What follows belongs to an exercise in optimizing a design on an open flow for small area, a short achievable clock period and few clock cycles per item; a production flow would make more cautious choices. Function was checked by simulation only, so behaviour that the tests miss may differ from the original. No activity file was given, so power comes from the tool's default toggle rates.

===== design.v =====
`default_nettype none
package enigma_sym_pkg;
    parameter int SYM_W       = 6;
    parameter int TABLE_DEPTH = 64;
    parameter int REFLECT_MAX = 63;
    typedef logic [SYM_W-1:0] sym_t;
    typedef logic [1:0] step_t;
endpackage
`default_nettype wire
`default_nettype none
package enigma_ctrl_pkg;
    typedef enum logic [1:0] {
        ST_IDLE  = 2'd0,
        ST_LOAD  = 2'd1,
        ST_READY = 2'd2
    } ctrl_state_t;
    typedef enum logic [1:0] {
        SEL_NONE    = 2'd0,
        SEL_ROTOR_A = 2'd1,
        SEL_ROTOR_B = 2'd2
    } table_sel_t;
    typedef enum logic {
        MODE_ENCRYPT = 1'b0,
        MODE_DECRYPT = 1'b1
    } crypt_mode_t;
endpackage
`default_nettype wire
`timescale 1ns/1ns
`default_nettype none
module enigma_ctrl (
    input  logic                        clk,
    input  logic                        srst_n,
    input  logic                        load_i,
    input  logic                        encrypt_i,
    input  enigma_ctrl_pkg::table_sel_t table_sel_i,
    output logic                        wr_en_a_o,
    output logic                        wr_en_b_o,
    output enigma_sym_pkg::sym_t        wr_addr_o,
    output logic                        accept_o
);
    localparam enigma_sym_pkg::sym_t LAST_IDX =
        enigma_sym_pkg::sym_t'(enigma_sym_pkg::TABLE_DEPTH - 1);
    enigma_ctrl_pkg::ctrl_state_t state_q;
    enigma_ctrl_pkg::ctrl_state_t state_d;
    enigma_sym_pkg::sym_t         wr_ptr_q;
    logic                         load_en;
    always_comb begin
        state_d = state_q;
        case (state_q)
            enigma_ctrl_pkg::ST_IDLE: begin
                if (load_i) begin
                    state_d = enigma_ctrl_pkg::ST_LOAD;
                end
            end
            enigma_ctrl_pkg::ST_LOAD: begin
                if (!load_i) begin
                    state_d = enigma_ctrl_pkg::ST_READY;
                end
            end
            default: state_d = state_q;
        endcase
    end
    always_ff @(posedge clk) begin
        if (!srst_n) begin
            state_q <= enigma_ctrl_pkg::ST_IDLE;
        end else begin
            state_q <= state_d;
        end
    end
    assign load_en   = load_i && (state_q != enigma_ctrl_pkg::ST_READY);
    assign wr_en_a_o = load_en && (table_sel_i == enigma_ctrl_pkg::SEL_ROTOR_A);
    assign wr_en_b_o = load_en && (table_sel_i == enigma_ctrl_pkg::SEL_ROTOR_B);
    assign wr_addr_o = wr_ptr_q;
    always_ff @(posedge clk) begin
        if (!srst_n) begin
            wr_ptr_q <= '0;
        end else if (wr_en_a_o || wr_en_b_o) begin
            if (wr_ptr_q == LAST_IDX) begin
                wr_ptr_q <= '0;
            end else begin
                wr_ptr_q <= wr_ptr_q + 1'b1;
            end
        end
    end
    always_ff @(posedge clk) begin
        if (!srst_n) begin
            accept_o <= 1'b0;
        end else begin
            accept_o <= encrypt_i && (state_q == enigma_ctrl_pkg::ST_READY);
        end
    end
endmodule
`default_nettype wire
`timescale 1ns/1ns
`default_nettype none
module rotor_table #(
    parameter int SYM_W = enigma_sym_pkg::SYM_W
) (
    input  logic                 clk,
    input  logic                 srst_n,
    input  logic                 wr_en_i,
    input  enigma_sym_pkg::sym_t wr_addr_i,
    input  enigma_sym_pkg::sym_t wr_data_i,
    input  enigma_sym_pkg::sym_t fwd_idx_i,
    output enigma_sym_pkg::sym_t fwd_o,
    input  enigma_sym_pkg::sym_t inv_val_i,
    output enigma_sym_pkg::sym_t inv_o
);
    localparam int DEPTH = 2 ** SYM_W;
    enigma_sym_pkg::sym_t mem_q [DEPTH];
    always_ff @(posedge clk) begin
        if (!srst_n) begin
            for (int i = 0; i < DEPTH; i++) begin
                mem_q[i] <= '0;
            end
        end else if (wr_en_i) begin
            mem_q[wr_addr_i] <= wr_data_i;
        end
    end
    assign fwd_o = mem_q[fwd_idx_i];
    always_comb begin
        inv_o = '0;
        for (int i = 0; i < DEPTH; i++) begin
            if (mem_q[i] == inv_val_i) begin
                inv_o = enigma_sym_pkg::sym_t'(i);
            end
        end
    end
endmodule
`default_nettype wire
`timescale 1ns/1ns
`default_nettype none
module scramble_path #(
    parameter int SYM_W = enigma_sym_pkg::SYM_W
) (
    input  logic                         clk,
    input  logic                         srst_n,
    input  logic                         accept_i,
    input  enigma_sym_pkg::sym_t         code_i,
    input  enigma_ctrl_pkg::crypt_mode_t crypt_mode_i,
    input  logic                         wr_en_a_i,
    input  logic                         wr_en_b_i,
    input  enigma_sym_pkg::sym_t         wr_addr_i,
    output enigma_sym_pkg::sym_t         code_o,
    output logic                         code_valid_o
);
    localparam enigma_sym_pkg::sym_t REFLECT =
        enigma_sym_pkg::sym_t'(enigma_sym_pkg::REFLECT_MAX);
    enigma_sym_pkg::sym_t         in_sym_q;
    enigma_ctrl_pkg::crypt_mode_t in_mode_q;
    enigma_sym_pkg::sym_t         sym_q;
    enigma_ctrl_pkg::crypt_mode_t mode_q;
    logic                         vld_q;
    enigma_sym_pkg::sym_t         offset_q;
    enigma_sym_pkg::sym_t a_idx;
    enigma_sym_pkg::sym_t a_fwd;
    enigma_sym_pkg::sym_t b_fwd;
    enigma_sym_pkg::sym_t refl;
    enigma_sym_pkg::sym_t b_inv;
    enigma_sym_pkg::sym_t a_inv;
    enigma_sym_pkg::sym_t result;
    enigma_sym_pkg::step_t step;
    always_ff @(posedge clk) begin
        in_sym_q  <= code_i;
        in_mode_q <= crypt_mode_i;
    end
    always_ff @(posedge clk) begin
        if (accept_i) begin
            sym_q  <= in_sym_q;
            mode_q <= in_mode_q;
        end
    end
    always_ff @(posedge clk) begin
        if (!srst_n) begin
            vld_q <= 1'b0;
        end else begin
            vld_q <= accept_i;
        end
    end
    rotor_table #(
        .SYM_W (SYM_W)
    ) rotor_a_i (
        .clk       (clk),
        .srst_n    (srst_n),
        .wr_en_i   (wr_en_a_i),
        .wr_addr_i (wr_addr_i),
        .wr_data_i (code_i),
        .fwd_idx_i (a_idx),
        .fwd_o     (a_fwd),
        .inv_val_i (b_inv),
        .inv_o     (a_inv)
    );
    rotor_table #(
        .SYM_W (SYM_W)
    ) rotor_b_i (
        .clk       (clk),
        .srst_n    (srst_n),
        .wr_en_i   (wr_en_b_i),
        .wr_addr_i (wr_addr_i),
        .wr_data_i (code_i),
        .fwd_idx_i (a_fwd),
        .fwd_o     (b_fwd),
        .inv_val_i (refl),
        .inv_o     (b_inv)
    );
    assign a_idx  = sym_q - offset_q;
    assign refl   = REFLECT - b_fwd;
    assign result = a_inv + offset_q;
    assign step = (mode_q == enigma_ctrl_pkg::MODE_DECRYPT) ? b_inv[1:0] : a_fwd[1:0];
    always_ff @(posedge clk) begin
        if (!srst_n) begin
            offset_q     <= '0;
            code_o       <= '0;
            code_valid_o <= 1'b0;
        end else begin
            code_valid_o <= vld_q;
            if (vld_q) begin
                offset_q <= offset_q + enigma_sym_pkg::sym_t'(step);
                code_o   <= result;
            end
        end
    end
endmodule
`default_nettype wire
`timescale 1ns/1ns
`default_nettype none
module enigma_top #(
    parameter int SYM_W = enigma_sym_pkg::SYM_W
) (
    input  logic                         clk,
    input  logic                         srst_n,
    input  logic                         load_i,
    input  logic                         encrypt_i,
    input  enigma_ctrl_pkg::crypt_mode_t crypt_mode_i,
    input  enigma_ctrl_pkg::table_sel_t  table_sel_i,
    input  enigma_sym_pkg::sym_t         code_i,
    output enigma_sym_pkg::sym_t         code_o,
    output logic                         code_valid_o
);
    logic                 wr_en_a;
    logic                 wr_en_b;
    enigma_sym_pkg::sym_t wr_addr;
    logic                 accept;
    enigma_ctrl ctrl_i (
        .clk         (clk),
        .srst_n      (srst_n),
        .load_i      (load_i),
        .encrypt_i   (encrypt_i),
        .table_sel_i (table_sel_i),
        .wr_en_a_o   (wr_en_a),
        .wr_en_b_o   (wr_en_b),
        .wr_addr_o   (wr_addr),
        .accept_o    (accept)
    );
    scramble_path #(
        .SYM_W (SYM_W)
    ) path_i (
        .clk          (clk),
        .srst_n       (srst_n),
        .accept_i     (accept),
        .code_i       (code_i),
        .crypt_mode_i (crypt_mode_i),
        .wr_en_a_i    (wr_en_a),
        .wr_en_b_i    (wr_en_b),
        .wr_addr_i    (wr_addr),
        .code_o       (code_o),
        .code_valid_o (code_valid_o)
    );
endmodule
`default_nettype wire

===== constraint.sdc =====
create_clock -name core_clock -period 15.0 [get_ports {clk}]
set_input_delay 3.0000 -clock core_clock [delete_from_list [all_inputs] [get_ports {clk}]]
set_output_delay 3.0000 -clock core_clock [all_outputs]
set_load 0.01 [all_outputs]

===== run.sh =====
#!/bin/bash
# synth_recipe.tcl (not shown) runs the flow's synth.tcl, then flattens the netlist and writes it again
# the make line also repeats each setting of config.mk as NAME=value (left out here)
make -C /OpenROAD-flow-scripts/flow DESIGN_CONFIG=/design/flow/config.mk WORK_HOME=/design/flow/orfs CLKGATE_MAP_FILE= SYNTH_SCRIPT=/design/flow/synth_recipe.tcl finish

===== config.mk =====
export PLATFORM = sky130hd
export DESIGN_NAME = enigma_top
export DESIGN_NICKNAME = enigma_top
export VERILOG_FILES = /design/flow/design.v
export SDC_FILE = /design/flow/constraint.sdc
export NUM_CORES = 4
export LEC_CHECK = 0
export CAP_MARGIN = 20
export CORE_MARGIN = 2
export CORE_UTILIZATION = 40
export SLEW_MARGIN = 20

==> impl_metrics.tcl <==
set metrics [dict create \
    cts_setup_buffers 0 \
    viasPerCell 6.57 \
    fin_tns_setup_ps 0 \
    crit_arrival_ps 14310 \
    postSynthAreaPerCell_sq_um 10.1 \
    nNetsFinal 5343 \
    ys_types 103 \
    netlist_area_sq_mm 0.0562 \
    grt_start_max_net_pins 161 \
    wl_per_cell_microns 30.1 \
    vias 47700 \
    worstRegToRegCells 39 \
    setup_viol 0 \
    io_buffers 19 \
    drive_gt1_share_pct 10.1 \
    clk_latency_ps 740 \
    finish.instance_area_sq_mm 0.0613 \
    fillCellCount 13200 \
    fp.dieArea_sq_mm 0.144 \
    antenna_left 0 \
    clkTransAtPathRegs_ps 60 \
    cts_sinks 805 \
    synth_edf_count 775 \
    drc_errors 0 \
    clockRootBuffer "clkbuf_16" \
    fmaxAchievable_mhz 73.1 \
    row_count 137 \
    start_util_pct 40.3 \
    rsz0062_at_grt "no" \
    async_flop_share_pct 0 \
    dp_hpwl_mm 144 \
    area_delta_synth_final_pct 8.98 \
    fin_crit_sh_pct 91.2 \
    pin_count 20 \
    drv_cap 0 \
    yosysTopAreaCellShare_pct 41.4 \
    synth_ff_type "edfxtp_1" \
    synth_seq_cells 805 \
    place_ws_ps 1560 \
    startpoint_type "flip-flop" \
    relSlewSlack_pct 20.6 \
    antennaDiodeCount 0 \
    overflow 0 \
    gp_congestion 0.997 \
    cts_tree "built" \
    coreArea_sq_mm 0.140 \
    place_area_sq_mm 0.0580 \
    die_h_microns 379 \
    yosys-top-cells-area "edfxtp_1 41%, and2_1 9.1%, mux4_2 4.3%" \
    cts_max_level 3 \
    die_w_microns 379 \
    antenna_found_initial 6 \
    power_leakage_uw 0.0207 \
    post-synth-top-count-cell "and2_1" \
    synth_common_cells "814 x and2_1, 775 x edfxtp_1, 389 x o21ai_0" \
    critPathMostFrequentCell "buf_4" \
    run_status "complete, no violations" \
    holdCritPathClass "reg -> reg" \
    cp-end-kind "flip-flop" \
    cpMaxStageDelayCell "fa_4" \
    finalWorstSetupSlack_ps 1320 \
    slew_viol_final 0 \
    grt_pass1_wl_mm 314 \
    yosys_warnings 3 \
    first_global_vias 45000 \
    vdd_ir_drop_max_uv 118 \
    track_usage_pct 29.8 \
    crit_type "reg -> reg" \
    fin_worst_skew_ps 32.7 \
    ctsResizeCount 0 \
    postCtsHoldBufs 0 \
    cp_max_fo 49 \
    hold_violations 0 \
    drt_first_pass_iters 8 \
    max_stage_delay_ps 890 \
    first_iter_violations 6304 \
    holdPathStages 0 \
    powerDensity_mw_per_mm2 148 \
    synth_top_area_cell "edfxtp_1" \
    drt_wl_total_mm 218 \
    synth_nets 5624 \
    cts.path.max_buffers 3 \
    period_minus_slack_ps 13680 \
    cp_data_required_time_ps 15620 \
    synthCells 5595 \
    numCtsBuffers 89 \
    worst_pin_slew_ps 1180 \
    yosysSeqAreaShare_pct 42.4 \
]
[cells in the final DEF (no fill, tap or decap), types with 54 or more instances in the layout]
cell type  instances
and2_1           814
edfxtp_1         775
o21ai_0          387
nand2_1          289
xnor2_1          246
xor2_1           210
nor2_1           203
o211ai_1         194
or4_1            192
nand3_1          191
mux2i_1          160
nand4_1          156
buf_4            146
or3_1            140
mux4_2           108
a22oi_1           90
clkbuf_16         89
o2111ai_1         64
nor4_1            55
nand2b_1          54
[final cells by class]
class / count / area, sq um / share of cell area, %
Multi-Input combinational cell: 4229 / 30300 / 49.4
Inverter: 22 / 82.6 / 0.135
Clock inverter: 63 / 1010 / 1.65
Clock buffer: 102 / 2280 / 3.71
Tap cell: 1876 / 2350 / 3.83
Timing Repair Buffer: 167 / 1400 / 2.28
Sequential cell: 805 / 23900 / 38.9
[stage by stage]
| step | utilization (%) | power, uW | hold slack [ps] | std cells |
|---|---|---|---|---|
| after global routing | 43.9 | 9400 | 409 | 7264 |
| after detailed placement | 41.6 | 6510 | 389 | 7099 |
| after global placement | 41.6 | 6480 | 389 | 7099 |
| after CTS | 43.9 | 8990 | 403 | 7264 |
| final | 43.9 | 9070 | 403 | 7264 |
| after floorplan | - | 5310 | 386 | 5595 |
[kinds of logic after synthesis]
family          after synthesis  share of synthesized area [%]
fa+ha+maj                    16                          0.396
compound gates             1124                           13.7
buf+inv                     561                           4.37
flops                       805                           42.4
mux                         309                           8.00
xor+xnor                    461                           7.25
simple gates               2319                           23.8
[layer usage]
layer  routed length [microns]  vias up  track usage [%]
met3                     21700      698             5.62
li1                          -    20600                -
met5                         0        -                0
met4                     14400        0             17.1
met1                     85000    23400             38.8
met2                     97200     3062             46.4
[flip-flops by register name, summed over array words and instances (netlist names)]
name,flops
ctrl_i.accept_o,1
path_i.code_valid_o,1
path_i.rotor_b_i.mem_q,384
path_i.in_sym_q,6
path_i.in_mode_q,1
path_i.rotor_a_i.mem_q,384
path_i.code_o,6
path_i.offset_q,6
ctrl_i.wr_ptr_q,6
ctrl_i.state_q,2
path_i.sym_q,6
path_i.vld_q,1
path_i.mode_q,1
[critical path, delay by kind of cell (launching register included)]
kind	cells	cell delay, ps
AOI/OAI and AO/OA	16	5850
and+or+nand+nor	9	2190
muxes	2	450
xor gates and xnor gates	3	460
DFF	1	380
buffers and inverters	6	2630
adders and majority gates	3	1370
[power by group]
group	leakage, uW	switching, uW	internal [uW]	total (uW)
logic	0.0113	2510	1380	3890
registers	0.00782	120	2560	2680
clock network	0.00158	1010	1480	2490
[worst paths after layout]
kind	start	endpoint	slack [ps]
hold / removal	path_i.in_sym_q[0]	path_i.sym_q[0]	400
setup / recovery	path_i.offset_q[0]	path_i.code_o[5]	1320
hold reg to reg	path_i.in_sym_q[0]	path_i.sym_q[0]	400
setup reg to reg	path_i.offset_q[0]	path_i.code_o[5]	1320
Testbench counts, summed over its fixed seeds: cycles 7,248, symbols 7,200.

-- port drivers added, routing unchanged --
How much do the figures lean on ideal ports? The routed layout below was timed once more, with nothing changed but the port constraints.
Step 1 assumes that a clkbuf_16 drives the clock port and a buf_2 every other input.
Step 2 also shifts input and output timing later by t, the mid clock arrival at the registers, as if the neighbouring blocks saw the same clock.
Slacks: no drivers / after step 1 / after step 2; pairs: no drivers / after step 1.
shift t [ns]: 0.805
slack for setup (ns): 1.319 / 1.319 / 1.319
latest minus earliest clock arrival (ns): 0.036 / 0.036
After both steps setup and hold are still met in this run. The setup slack of this run moves by 0.000 ns with the drivers and by 0.000 ns with both steps.
